From an optimization exercise on the open Yosys and OpenROAD flow, aimed at a short achievable clock period and few clock cycles; shortcuts taken in it are not production practice.
Only simulation tests tie the RTL to the original design; equivalence was not proved.
No activity file was given, so power comes from the tool's default toggle rates.

// cpuCore
module cpuCore (
	input wire logic clk,
	input wire logic resetn,
	output logic instReqEn,
	output logic [31:0] instReqAddr,
	input wire logic [31:0] instRdata,
	output logic dataReqEn,
	output logic [3:0] dataReqWen,
	output logic [31:0] dataReqAddr,
	output logic [31:0] dataReqWdata,
	input wire logic [31:0] dataRdata,
	output logic [31:0] tracePc,
	output logic [3:0] traceWen,
	output logic [4:0] traceWnum,
	output logic [31:0] traceWdata
);
Settings: LEC_CHECK=0, CAP_MARGIN=20, CORE_MARGIN=2, CORE_UTILIZATION=60, SLEW_MARGIN=20; clock period 13.0 ns.
standard.sh (not shown) runs the stock make flow with config.mk's settings and CLKGATE_MAP_FILE= SYNTH_SCRIPT=/design/flow/synth_recipe.tcl, a recipe that flattens the netlist after the stock synthesis.
==> flow/flow/run.sh <==
#!/bin/bash
# Standard ORFS layout, with timing repair aiming below the design's period:
# repair_timing treats any path with less than SETUP_SLACK_MARGIN ns of slack
# as failing, so it keeps upsizing and buffering the critical paths.
# Gate cloning in the last timing repair can leave a driver just over its
# max slew or capacitance; if the finished layout reports that, the layout is
# made again without cloning (the first try is kept in orfs_try1/).
set -uo pipefail

clean() {
	local rpt=orfs/reports/sky130hd/cpuCore/base/6_finish.rpt
	[[ -f out/final.def && -f $rpt ]] || return 1
	awk '/^max slew/ {s = 1} /^max capacitance/ {s = 1} /^max fanout/ {s = 0} /^=====/ {s = 0}
		s && /VIOLATED/ {bad = 1} END {exit bad}' "$rpt"
}

bash standard.sh SETUP_SLACK_MARGIN=9.3 finish > standard_flow.log 2>&1
if ! clean; then
	mv orfs orfs_try1
	mv standard_flow.log standard_flow_try1.log
	rm -f out/final.def
	bash standard.sh SETUP_SLACK_MARGIN=9.3 SKIP_GATE_CLONING=1 finish > standard_flow.log 2>&1
fi
Testbench counts at the start, summed over its fixed seeds: cycles 9,821.
Then changed:
--- a/flow/design.v
+++ b/flow/design.v
@@ -429,22 +429,23 @@
 	logic loadB;
 	logic validE;
 	logic [31:2] pcE;
 	isaPkg::word_t opAE, opBE, opCE;
 	logic [coreCtrlPkg::aluOps-1:0] aluSelE;
 	logic subE;              
 	logic [4:0] shamtE;
 	isaPkg::regAddr_t destE;
 	logic wrE;               
 	logic traceE;            
 	logic isLoadE, isStoreE, byteE, signedE, isBeqE, isBneE, predTakenE;
+	logic ldE, ldM, ldW;     
 	logic [31:2] altPcE;
 	logic ftHitE;            
 	isaPkg::word_t ftWordE;
 	logic [31:2] pc8E;       
 	logic [31:2] pc8R;
 	logic injectE;
 	isaPkg::word_t aE, bE, cE;
 	isaPkg::word_t resE;
 	logic [1:0] addrLoE;
 	logic equalE;
 	logic takenE;
@@ -638,46 +639,52 @@
 	);
 	assign needA = dec.useA && (rsR != '0);
 	assign needB = dec.useB && (rtR != '0);
 	assign hitEA = needA && validE && wrE && (destE == rsR);
 	assign hitEB = needB && validE && wrE && (destE == rtR);
 	assign hitMA = needA && validM && wrM && (destM == rsR);
 	assign hitMB = needB && validM && wrM && (destM == rtR);
 	assign hitWA = needA && validW && wrW && (destW == rsR);
 	assign hitWB = needB && validW && wrW && (destW == rtR);
 	assign loadA = !hitEA && !hitMA && hitWA && isLoadW;
 	assign loadB = !hitEB && !hitMB && hitWB && isLoadW;
-	assign stallR = validR && ((hitEA && isLoadE) || (hitEB && isLoadE)
-		|| (!hitEA && hitMA && isLoadM) || (!hitEB && hitMB && isLoadM)
-		|| (loadB && subR && !dec.bIsImm));
+	assign stallR = validR && ((needA && ldE && (destE == rsR)) || (needB && ldE && (destE == rtR))
+		|| (needA && ldM && (destM == rsR)) || (needB && ldM && (destM == rtR))
+		|| (needB && !dec.bIsImm && subR && ldW && (destW == rtR)));
 	regFile i_regFile (
 		.clk(clk),
 		.resetn(resetn),
 		.raddr1(rsR),
 		.raddr2(rtR),
 		.rdata1(rfA),
 		.rdata2(rfB),
 		.wen(validW && wrW),
 		.waddr(destW),
 		.wdata(finalW)
 	);
 	assign subR = dec.aluSel[coreCtrlPkg::aluSub] | dec.aluSel[coreCtrlPkg::aluSlt]
 		| dec.aluSel[coreCtrlPkg::aluSltu];
 	assign valA = hitMA ? resM : (hitWA ? resW : rfA);
 	assign valB = hitMB ? resM : (hitWB ? resW : rfB);
 	always_ff @(posedge clk)
 	begin
 		if (!resetn || redirE)
+		begin
 			validE <= 1'b0;
+			ldE <= 1'b0;
+		end
 		else
+		begin
 			validE <= validR && !stallR;
+			ldE <= validR && !stallR && dec.isLoad && (destR != '0);
+		end
 		pcE <= pcR;
 		opAE <= loadA ? loadW : (hitEA ? resE : valA);
 		opBE <= (loadB && !dec.bIsImm) ? loadW
 			: ((dec.bIsImm ? immValR : (hitEB ? resE : valB)) ^ {32{subR}});
 		subE <= subR;
 		opCE <= loadB ? loadW : (hitEB ? resE : valB);
 		aluSelE <= dec.aluSel;
 		shamtE <= irR.shamt;
 		destE <= destR;
 		wrE <= dec.regWrite && (destR != '0);
 		traceE <= dec.regWrite;
@@ -713,50 +720,58 @@
 		.offset(addrLoE),
 		.isByte(byteE),
 		.storeData(cE),
 		.storeWen(storeWenE),
 		.storeWdata(storeWdataE)
 	);
 	always_ff @(posedge clk)
 	begin
 		if (!resetn)
 		begin
 			validM <= 1'b0;
+			ldM <= 1'b0;
 			dataReqEn <= 1'b0;
 			dataReqWen <= 4'b0000;
 		end
 		else
 		begin
 			validM <= validE;
+			ldM <= ldE;
 			dataReqEn <= validE && (isLoadE || isStoreE);
 			dataReqWen <= (validE && isStoreE) ? storeWenE : 4'b0000;
 		end
 		dataAddrN <= ~resE;
 		dataReqWdata <= storeWdataE;
 		pcM <= pcE;
 		resM <= resE;
 		destM <= destE;
 		wrM <= wrE;
 		traceM <= traceE;
 		isLoadM <= isLoadE;
 		byteM <= byteE;
 		signedM <= signedE;
 		offM <= addrLoE;
 	end
 	assign dataReqAddr = ~dataAddrN;
 	always_ff @(posedge clk)
 	begin
 		if (!resetn)
+		begin
 			validW <= 1'b0;
+			ldW <= 1'b0;
+		end
 		else
+		begin
 			validW <= validM;
+			ldW <= ldM;
+		end
 		pcW <= pcM;
 		resW <= resM;
 		destW <= destM;
 		wrW <= wrM;
 		traceW <= traceM;
 		isLoadW <= isLoadM;
 		byteW <= byteM;
 		signedW <= signedM;
 		offW <= offM;
 	end
 	loadAlign i_loadAlign (
Combinational power drops by about 9%. Non-clock buffer count came out higher by 32. Final area is higher by about 1.3%. Fmax goes down by 5.8%. Final cell count increases by 1.7%. Routed wire length falls by about 1.8%. Clock power hardly moves. Power went down by about 1%. Flip-flop and latch count is higher by 3. Via count went up by 0.78%. Die area grows by about 1.3%. Utilization hardly moves.
Testbench counts after the change, summed over its fixed seeds: cycles 9,821.

## what the ideal ports hide
Ports are ideal in the flow. The routed layouts listed here were re-timed in OpenROAD. Step 1 (the two cells are an assumption about what drives the block):
set clk [get_ports {clk}]
set_driving_cell -lib_cell sky130_fd_sc_hd__clkbuf_16 $clk
set_driving_cell -lib_cell sky130_fd_sc_hd__buf_2 [delete_from_list [all_inputs] $clk]
Step 2, shift: input delay + t, output delay - t, t = (earliest + latest rising clock arrival at the registers) / 2. This alone moves slack from input paths to output paths. a / b / c = no drivers / after step 1 / after step 2; a / b = the first two.
| run | shift t [ns] | slack for setup (ns) | worst setup path at the end | worst slew at a driven data input, ns |
|---|---|---|---|---|
| the first run | 0.942 | 8.915 / 8.884 / 8.024 | input to register | 0.08 |
| the second run | 0.949 | 8.661 / 8.714 / 7.766 | input to register | 0.17 |
After both steps every run listed still meets setup and hold. The setup slack of the second run, which loses most, moves by +0.053 ns with the drivers and by -0.895 ns with both steps.
